Context: an optimization exercise on an open-source flow, tuned for small area, a short achievable clock period and few clock cycles. The choices shown serve that exercise and are no tape-out recipe. RTL that was checked went through simulation tests only; none was proved equivalent to the original. No activity file was given, so power comes from the tool's default toggle rates.

Setup of old:
## tagctrl_top
module tagctrl_top #(
  parameter int unsigned RdDepth = 5,    
  parameter int unsigned DqDepth = 11    
) (
  input  logic                          clk_i,
  input  logic                          reset_i,
  input  logic                          req_valid_i,
  input  logic [31:0]                   req_addr_i,
  input  logic                          req_write_i,
  input  logic [63:0]                   req_wdata_i,
  input  logic                          req_tag_i,
  output logic                          req_ready_o,
  output logic                          rsp_valid_o,
  output logic [63:0]                   rsp_rdata_o,
  output logic                          rsp_tag_o,
  output logic                          rsp_write_o,
  output logic                          rsp_err_o,
  input  logic                          rsp_ready_i,
  output logic                          mem_req_valid_o,
  output logic [28:0]                   mem_req_addr_o,
  output logic                          mem_req_write_o,
  output logic [63:0]                   mem_req_wdata_o,
  input  logic                          mem_req_ready_i,
  input  logic                          mem_rsp_valid_i,
  input  logic [63:0]                   mem_rsp_rdata_i
);
==> flow/config.mk <==
export PLATFORM = sky130hd
export DESIGN_NAME = tagctrl_top
export DESIGN_NICKNAME = tagctrl_top
export VERILOG_FILES = /design/flow/design.v
export SDC_FILE = /design/flow/constraint.sdc
export NUM_CORES = 4
export LEC_CHECK = 0
export CAP_MARGIN = 20
export CORE_MARGIN = 2
export CORE_UTILIZATION = 55
export CTS_CLUSTER_DIAMETER = 100
export CTS_CLUSTER_SIZE = 24
export SETUP_SLACK_MARGIN = 2.8
export SLEW_MARGIN = 20
export TNS_END_PERCENT = 5
==> flow/constraint.sdc <==
create_clock -name core_clock -period 5.0 [get_ports {clk_i}]
set_input_delay 1.0000 -clock core_clock [delete_from_list [all_inputs] [get_ports {clk_i}]]
set_output_delay 1.0000 -clock core_clock [all_outputs]
set_load 0.01 [all_outputs]
standard.sh (not shown) runs the stock make flow with config.mk's settings and CLKGATE_MAP_FILE= SYNTH_SCRIPT=/design/flow/synth_recipe.tcl, a recipe that flattens the netlist after the stock synthesis.
==> flow/flow/run.sh <==
#!/bin/bash
# The standard layout (the standard.sh, standard synthesis included) with two
# make settings changed:
#  - delay cells are added to the don't-use list, so the port buffers and timing
#    repair use ordinary buffers instead of slow delay buffers;
#  - timing repair may swap a cell for one of another footprint.
# Everything else (floorplan, power grid, tap cells, placement, CTS, routing) is
# the standard flow. The make output goes to flow_make.log in the work folder.
set -euo pipefail
PLATFORM_DONT_USE="sky130_fd_sc_hd__probe_p_8 sky130_fd_sc_hd__probec_p_8 sky130_fd_sc_hd__lpflow_bleeder_1 sky130_fd_sc_hd__lpflow_clkbufkapwr_1 sky130_fd_sc_hd__lpflow_clkbufkapwr_16 sky130_fd_sc_hd__lpflow_clkbufkapwr_2 sky130_fd_sc_hd__lpflow_clkbufkapwr_4 sky130_fd_sc_hd__lpflow_clkbufkapwr_8 sky130_fd_sc_hd__lpflow_clkinvkapwr_1 sky130_fd_sc_hd__lpflow_clkinvkapwr_16 sky130_fd_sc_hd__lpflow_clkinvkapwr_2 sky130_fd_sc_hd__lpflow_clkinvkapwr_4 sky130_fd_sc_hd__lpflow_clkinvkapwr_8 sky130_fd_sc_hd__lpflow_decapkapwr_12 sky130_fd_sc_hd__lpflow_decapkapwr_3 sky130_fd_sc_hd__lpflow_decapkapwr_4 sky130_fd_sc_hd__lpflow_decapkapwr_6 sky130_fd_sc_hd__lpflow_decapkapwr_8 sky130_fd_sc_hd__lpflow_inputiso0n_1 sky130_fd_sc_hd__lpflow_inputiso0p_1 sky130_fd_sc_hd__lpflow_inputiso1n_1 sky130_fd_sc_hd__lpflow_inputiso1p_1 sky130_fd_sc_hd__lpflow_inputisolatch_1 sky130_fd_sc_hd__lpflow_isobufsrc_1 sky130_fd_sc_hd__lpflow_isobufsrc_16 sky130_fd_sc_hd__lpflow_isobufsrc_2 sky130_fd_sc_hd__lpflow_isobufsrc_4 sky130_fd_sc_hd__lpflow_isobufsrc_8 sky130_fd_sc_hd__lpflow_isobufsrckapwr_16 sky130_fd_sc_hd__lpflow_lsbuf_lh_hl_isowell_tap_1 sky130_fd_sc_hd__lpflow_lsbuf_lh_hl_isowell_tap_2 sky130_fd_sc_hd__lpflow_lsbuf_lh_hl_isowell_tap_4 sky130_fd_sc_hd__lpflow_lsbuf_lh_isowell_4 sky130_fd_sc_hd__lpflow_lsbuf_lh_isowell_tap_1 sky130_fd_sc_hd__lpflow_lsbuf_lh_isowell_tap_2 sky130_fd_sc_hd__lpflow_lsbuf_lh_isowell_tap_4"
DELAY_CELLS="sky130_fd_sc_hd__clkdlybuf4s15_1 sky130_fd_sc_hd__clkdlybuf4s15_2 sky130_fd_sc_hd__clkdlybuf4s18_1 sky130_fd_sc_hd__clkdlybuf4s18_2 sky130_fd_sc_hd__clkdlybuf4s25_1 sky130_fd_sc_hd__clkdlybuf4s25_2 sky130_fd_sc_hd__clkdlybuf4s50_1 sky130_fd_sc_hd__clkdlybuf4s50_2 sky130_fd_sc_hd__dlygate4sd1_1 sky130_fd_sc_hd__dlygate4sd2_1 sky130_fd_sc_hd__dlygate4sd3_1 sky130_fd_sc_hd__dlymetal6s2s_1 sky130_fd_sc_hd__dlymetal6s4s_1 sky130_fd_sc_hd__dlymetal6s6s_1"
bash standard.sh "DONT_USE_CELLS=$PLATFORM_DONT_USE $DELAY_CELLS" MATCH_CELL_FOOTPRINT=0 finish > flow_make.log 2>&1
Testbench counts of old, summed over its fixed seeds: cycles 14,856.
Modified inputs, new compared to old
--- a/flow/design.v
+++ b/flow/design.v
@@ -225,26 +225,26 @@
   always_comb begin
     rsp_o       = '0;
     rsp_o.write = desc_i.write;
     rsp_o.err   = desc_i.err;
     if (is_read) begin
       rsp_o.rdata = mem_i.rdata;
       rsp_o.tag   = desc_i.stored_tag;
     end
   end
 endmodule
 `timescale 1ns/1ps
 module tagctrl_top #(
-  parameter int unsigned RdDepth = 5,    
-  parameter int unsigned DqDepth = 11    
+  parameter int unsigned RdDepth = 4,    
+  parameter int unsigned DqDepth = 10    
 ) (
   input  logic                          clk_i,
   input  logic                          reset_i,
   input  logic                          req_valid_i,
   input  logic [31:0]                   req_addr_i,
   input  logic                          req_write_i,
   input  logic [63:0]                   req_wdata_i,
   input  logic                          req_tag_i,
   output logic                          req_ready_o,
   output logic                          rsp_valid_o,
   output logic [63:0]                   rsp_rdata_o,
   output logic                          rsp_tag_o,
@@ -270,124 +270,110 @@
   logic [63:0] h_d;
   logic        h_w;
   logic        h_t, h_iw, h_wc;        
   logic        mv_q;                   
   logic        h_cr;                   
   logic        take, in_iw, h_leave, h_free;
   logic        n_v, n_iw, n_w;         
   logic        rd_wait, grant, cr_ok, mv_d;
   logic [DqDepth-1:0] qv_q;            
   logic               q_push, q_pop, q_space, q_space_d;
   assign in_iw = (req_addr_i[31:12] == 20'h80000);
   assign take  = req_valid_i && rdy_q;
-  assign q_space = q_space_d;
+  assign q_space = !qv_q[DqDepth-1];
   assign h_leave = hv_q && (h_iw ? (mv_q && mem_req_ready_i) : (q_space && (h_wc || h_cr)));
   assign h_free  = !hv_q || h_leave;
   always_comb begin
     if (sv_q) begin
       n_v  = 1'b1;
       n_iw = s_iw;
       n_w  = s_w;
     end else begin
       n_v  = take;
       n_iw = in_iw;
       n_w  = req_write_i;
     end
   end
-  assign q_space_d = !qv_q[DqDepth-3];
+  assign q_space_d = !qv_q[DqDepth-2];
   logic [RdDepth-1:0] cr_q;            
   logic               release_rd;
   assign cr_ok   = !cr_q[RdDepth-1] || release_rd;
   assign rd_wait = h_free ? (n_v && !n_w) : (hv_q && !h_wc && !h_cr);
   assign grant   = rd_wait && cr_ok && q_space_d;
   always_comb begin
     if (h_free) mv_d = n_v && n_iw && (n_w ? q_space_d : grant);
     else        mv_d = mv_q || (hv_q && h_iw && (h_wc ? q_space_d : grant));
   end
   always_ff @(posedge clk_i) begin
     if (h_free) h_cr <= grant;
     else        h_cr <= h_cr || grant;
   end
   always_ff @(posedge clk_i) begin
     if (reset_i) begin
       cr_q <= '0;
     end else if (grant && !release_rd) begin
       cr_q <= {cr_q[RdDepth-2:0], 1'b1};
     end else if (release_rd && !grant) begin
       cr_q <= {1'b0, cr_q[RdDepth-1:1]};
     end
   end
   logic [255:0] tags_q;
-  logic         h_tag, h_tag_q;
-  logic [15:0]  h_whi, h_wlo, h_rhi, h_rlo;
+  logic         h_tag;
+  logic [15:0]  h_whi, h_rhi, h_lo;
   logic [7:0]   n_idx;
-  logic [15:0]  n_whi, n_wlo, n_rhi, n_rlo;
+  logic [15:0]  n_whi, n_rhi, n_lo;
   logic [15:0]  grp_tag;
   assign n_idx = sv_q ? s_a[8:1] : req_addr_i[11:4];
   always_comb begin
     for (int j = 0; j < 16; j++) begin
-      n_whi[j] = n_v && (n_idx[7:4] == 4'(j));
-      n_wlo[j] = n_iw && n_w && (n_idx[3:0] == 4'(j));
+      n_whi[j] = n_v && n_iw && n_w && (n_idx[7:4] == 4'(j));
       n_rhi[j] = n_iw && !n_w && (n_idx[7:4] == 4'(j));
-      n_rlo[j] = (n_idx[3:0] == 4'(j));
+      n_lo[j]  = (n_idx[3:0] == 4'(j));
     end
   end
   always_ff @(posedge clk_i) begin
     if (reset_i) begin
       h_whi <= '0;
     end else if (h_free) begin
       h_whi <= n_whi;
     end
   end
   always_ff @(posedge clk_i) begin
     if (h_free) begin
-      h_wlo <= n_wlo;
+      h_lo  <= n_lo;
       h_rhi <= n_rhi;
-      h_rlo <= n_rlo;
     end
   end
   always_ff @(posedge clk_i) begin
     for (int i = 0; i < 256; i++) begin
       if (reset_i) begin
         tags_q[i] <= 1'b0;
-      end else if (h_whi[i/16] && h_wlo[i%16]) begin
+      end else if (h_whi[i/16] && h_lo[i%16]) begin
         tags_q[i] <= h_t;
       end
     end
   end
   always_comb begin
     for (int j = 0; j < 16; j++) begin
-      grp_tag[j] = |(tags_q[16*j +: 16] & h_rlo);
+      grp_tag[j] = |(tags_q[16*j +: 16] & h_lo);
     end
   end
   assign h_tag = |(grp_tag & h_rhi);
-  always_ff @(posedge clk_i) begin
-    h_tag_q <= h_tag;
-  end
   logic [DqDepth-1:0] qe_q, qw_q, qt_q;   
   logic               new_e, new_w, new_t;
   logic               dh_v, dh_e, dh_w, dh_t, dh_rd;
-  logic               p_v, p_e, p_w;      
-  always_ff @(posedge clk_i) begin
-    if (reset_i) p_v <= 1'b0;
-    else         p_v <= h_leave;
-  end
-  always_ff @(posedge clk_i) begin
-    p_e <= !h_iw;
-    p_w <= h_wc;
-  end
-  assign q_push = p_v;
-  assign new_e  = p_e;
-  assign new_w  = p_w;
-  assign new_t  = h_tag_q;
+  assign q_push = h_leave;
+  assign new_e  = !h_iw;
+  assign new_w  = h_wc;
+  assign new_t  = h_tag;
   assign dh_v  = qv_q[0];
   assign dh_e  = qe_q[0];
   assign dh_w  = qw_q[0];
   assign dh_t  = qt_q[0];
   assign dh_rd = !dh_e && !dh_w;
   always_ff @(posedge clk_i) begin
     for (int k = 0; k < DqDepth; k++) begin
       if (q_pop) begin
         if (k < DqDepth - 1 && qv_q[k+1]) begin
           qe_q[k] <= qe_q[k+1];
           qw_q[k] <= qw_q[k+1];
           qt_q[k] <= qt_q[k+1];
### Flow results
- Per the final summary, new finished and its layout is clean on timing, DRC and antenna.
- Combined global-route utilization of all metal layers (higher): old
- old -> new: mean post-synth cell area decreased by a few percent
- Between old and new, the non-clock buffer count is higher for new.
- Summary: with old as the reference, count of clock-buffer cells in the layout in new moved down by a little under 10%.
- The final reports for new and old show post-placement setup slack lower in the former.
Only the layout flow was run in new; the RTL was not checked for function there.

---

Another version of the RTL of tagctrl_top (not shown whole).
Size: ~3500 cells after synthesis, roughly 330 I/O pins.
export LEC_CHECK = 0
export ABC_AREA = 1
export CAP_MARGIN = 40
export CORE_MARGIN = 2
export CORE_UTILIZATION = 70
export CTS_CLUSTER_DIAMETER = 100
export CTS_CLUSTER_SIZE = 24
export PLACE_DENSITY = 0.72
export SETUP_SLACK_MARGIN = 3.0
export SLEW_MARGIN = 40
export TNS_END_PERCENT = 10
create_clock -name core_clock -period 5.0 [get_ports {clk_i}]
Scripts as last shown in full above: flow/flow/run.sh
The starting point ran to the end with no violations.
Next try:
--- a/flow/design.v
+++ b/flow/design.v
@@ -318,30 +318,33 @@
         3'b010, 3'b001: cr_q <= {1'b0, cr_q[RdDepth-1:1]};
         3'b011:         cr_q <= {2'b00, cr_q[RdDepth-1:2]};
         3'b111:         cr_q <= {1'b0, cr_q[RdDepth-1:1]};
         default:        cr_q <= cr_q;
       endcase
     end
   end
   logic [255:0] tags_q;
-  logic [7:0]   h_idx;                 
   logic [15:0]  h_hi, h_lo;
   logic [7:0]   n_idx;
+  logic [15:0]  n_hi, n_lo;
   logic         h_wr, h_rd;            
   logic [15:0]  w_grp;                 
   logic [15:0]  grp_tag_q;             
   assign n_idx = sv_q ? s_a[8:1] : req_addr_i[11:4];
-  always_ff @(posedge clk_i) begin
-    if (h_free) h_idx <= n_idx;
-  end
   always_comb begin
     for (int j = 0; j < 16; j++) begin
-      h_hi[j] = (h_idx[7:4] == 4'(j));
-      h_lo[j] = (h_idx[3:0] == 4'(j));
+      n_hi[j] = (n_idx[7:4] == 4'(j));
+      n_lo[j] = (n_idx[3:0] == 4'(j));
+    end
+  end
+  always_ff @(posedge clk_i) begin
+    if (h_free) begin
+      h_hi <= n_hi;
+      h_lo <= n_lo;
     end
   end
   assign h_wr  = hv_q && h_iw && h_wc;
   assign h_rd  = h_iw && !h_wc;
   assign w_grp = h_hi & {16{h_wr}};
   always_ff @(posedge clk_i) begin
     for (int i = 0; i < 256; i++) begin
       if (reset_i) begin
=> Final cell count drops by a few percent; first-iteration DRC count drops by a little under a tenth; power climbs by a few percent; cell area barely changes; die area climbs by a few percent; clock-buffer cell count climbs by 3; non-clock buffer count drops by 52; clock skew climbs by 0.0060 ns; core utilization drops by 1.9 points; fmax climbs slightly; clock power climbs by a few percent; wire length drops slightly; setup slack is better by 0.029 ns; flip-flop and latch count climbs by 24.
Testbench counts after the change, summed over its fixed seeds: cycles 15,692.
The RTL of the first run of this note was laid out without a check of its function.

---

tagctrl_top, a different RTL version from the one above (not shown whole).
Size: ~840 flip-flops, about 330 I/O pins, ~0.032 mm^2 of cells after synthesis.
Settings: LEC_CHECK=0, ABC_AREA=1, CAP_MARGIN=40, CORE_MARGIN=2, CORE_UTILIZATION=70, CTS_CLUSTER_DIAMETER=100, CTS_CLUSTER_SIZE=24, PLACE_DENSITY=0.72, SETUP_SLACK_MARGIN=3.0, SLEW_MARGIN=40, TNS_END_PERCENT=10; clock period 5.0 ns.
Scripts as last shown in full above: flow/flow/run.sh
Testbench counts at the start, summed over its fixed seeds: cycles 15,692.
Rerun with:
--- a/flow/design.v
+++ b/flow/design.v
@@ -317,55 +317,65 @@
         3'b100:         cr_q <= {cr_q[RdDepth-2:0], 1'b1};
         3'b010, 3'b001: cr_q <= {1'b0, cr_q[RdDepth-1:1]};
         3'b011:         cr_q <= {2'b00, cr_q[RdDepth-1:2]};
         3'b111:         cr_q <= {1'b0, cr_q[RdDepth-1:1]};
         default:        cr_q <= cr_q;
       endcase
     end
   end
   logic [255:0] tags_q;
-  logic [15:0]  h_hi, h_lo;
+  logic [15:0]  h_whi, h_wlo, h_rhi, h_rlo;
   logic [7:0]   n_idx;
-  logic [15:0]  n_hi, n_lo;
-  logic         h_wr, h_rd;            
+  logic [15:0]  n_whi, n_wlo, n_rhi, n_rlo;
   logic [15:0]  w_grp;                 
   logic [15:0]  grp_tag_q;             
   assign n_idx = sv_q ? s_a[8:1] : req_addr_i[11:4];
   always_comb begin
     for (int j = 0; j < 16; j++) begin
-      n_hi[j] = (n_idx[7:4] == 4'(j));
-      n_lo[j] = (n_idx[3:0] == 4'(j));
+      n_whi[j] = n_v && n_w && (n_idx[7:4] == 4'(j));
+      n_wlo[j] = (n_idx[3:0] == 4'(j));
+      n_rhi[j] = !n_w && (n_idx[7:4] == 4'(j));
+      n_rlo[j] = (n_idx[3:0] == 4'(j));
+    end
+  end
+  always_ff @(posedge clk_i) begin
+    if (reset_i) begin
+      h_whi <= '0;
+    end else if (h_free) begin
+      h_whi <= n_whi;
     end
   end
   always_ff @(posedge clk_i) begin
     if (h_free) begin
-      h_hi <= n_hi;
-      h_lo <= n_lo;
+      h_rhi <= n_rhi;
+      h_rlo <= n_rlo;
+    end
+  end
+  always_ff @(posedge clk_i) begin
+    if (reset_i) begin
+      h_wlo <= '0;
+    end else if (h_free) begin
+      h_wlo <= n_wlo;
     end
   end
-  assign h_wr  = hv_q && h_iw && h_wc;
-  assign h_rd  = h_iw && !h_wc;
-  assign w_grp = h_hi & {16{h_wr}};
-  logic [15:0] t_grp, t_lo;
-  logic        t_val;
-  assign t_grp = w_grp | {16{reset_i}};
-  assign t_lo  = h_lo | {16{reset_i}};
-  assign t_val = h_t && !reset_i;
+  assign w_grp = h_whi & {16{h_iw}};
   always_ff @(posedge clk_i) begin
     for (int i = 0; i < 256; i++) begin
-      if (t_grp[i/16] && t_lo[i%16]) begin
-        tags_q[i] <= t_val;
+      if (reset_i) begin
+        tags_q[i] <= 1'b0;
+      end else if (w_grp[i/16] && h_wlo[i%16]) begin
+        tags_q[i] <= h_t;
       end
     end
   end
   always_ff @(posedge clk_i) begin
     for (int j = 0; j < 16; j++) begin
-      grp_tag_q[j] <= h_rd && h_hi[j] && |(tags_q[16*j +: 16] & h_lo);
+      grp_tag_q[j] <= h_rhi[j] && |(tags_q[16*j +: 16] & h_rlo);
     end
   end
   logic [DqDepth-1:0] qe_q, qw_q, qt_q;   
   logic               new_e, new_w, new_t;
   logic               dh_v, dh_e, dh_w, dh_t, dh_rd;
   logic               p_v, p_e, p_w;      
   always_ff @(posedge clk_i) begin
     if (reset_i) p_v <= 1'b0;
     else         p_v <= h_leave;
Effect:
- The new run completed with no timing, DRC or antenna violations
- routed wire length came out higher by about 13%
- total power went down by 5.5%
- clock skew is higher by 0.0053 ns
- clock power increases by about 4%
- setup slack degrades by 0.065 ns
- final area climbs by 3.8%
- critical path depth is unchanged
Testbench counts after the change, summed over its fixed seeds: cycles 15,692.

## re-timing with driven ports
In the flow no input, the clock included, has a driving cell. The finished layouts below were timed again as built, in two steps. Step 1, drivers: a clkbuf_16 drives clk_i and a buf_2 each remaining input, both assumed. Step 2 adds t to the input delays and takes it off the output delays; t is the mean of the earliest and latest rising clock arrival at the registers after step 1. Input paths then give back, and output paths get back, about the clock's delay inside the block. a / b / c = ideal / step 1 / step 2; a / b = the first two.
run | t (ns) | setup slack, ns | worst setup path at the end | clock arrival spread, ns
old | 0.676 | 2.636 / 2.636 / 2.067 | input to register | 0.022 / 0.022
new | 0.667 | 2.085 / 2.085 / 1.876 | input to register | 0.029 / 0.029
the first run of note 2 | 0.658 | 2.815 / 2.769 / 2.335 | input to register | 0.028 / 0.028
the second run of note 2 | 0.655 | 2.844 / 2.784 / 2.317 | input to register | 0.047 / 0.047
the first run of note 3 | 0.655 | 2.893 / 2.833 / 2.385 | input to register | 0.032 / 0.032
the second run of note 3 | 0.663 | 2.827 / 2.769 / 2.257 | input to register | 0.044 / 0.045
After both steps setup and hold are still met in every run listed. For the second run of note 3, which loses most, drivers alone change the setup slack by -0.058 ns; drivers and shift together by -0.570 ns.
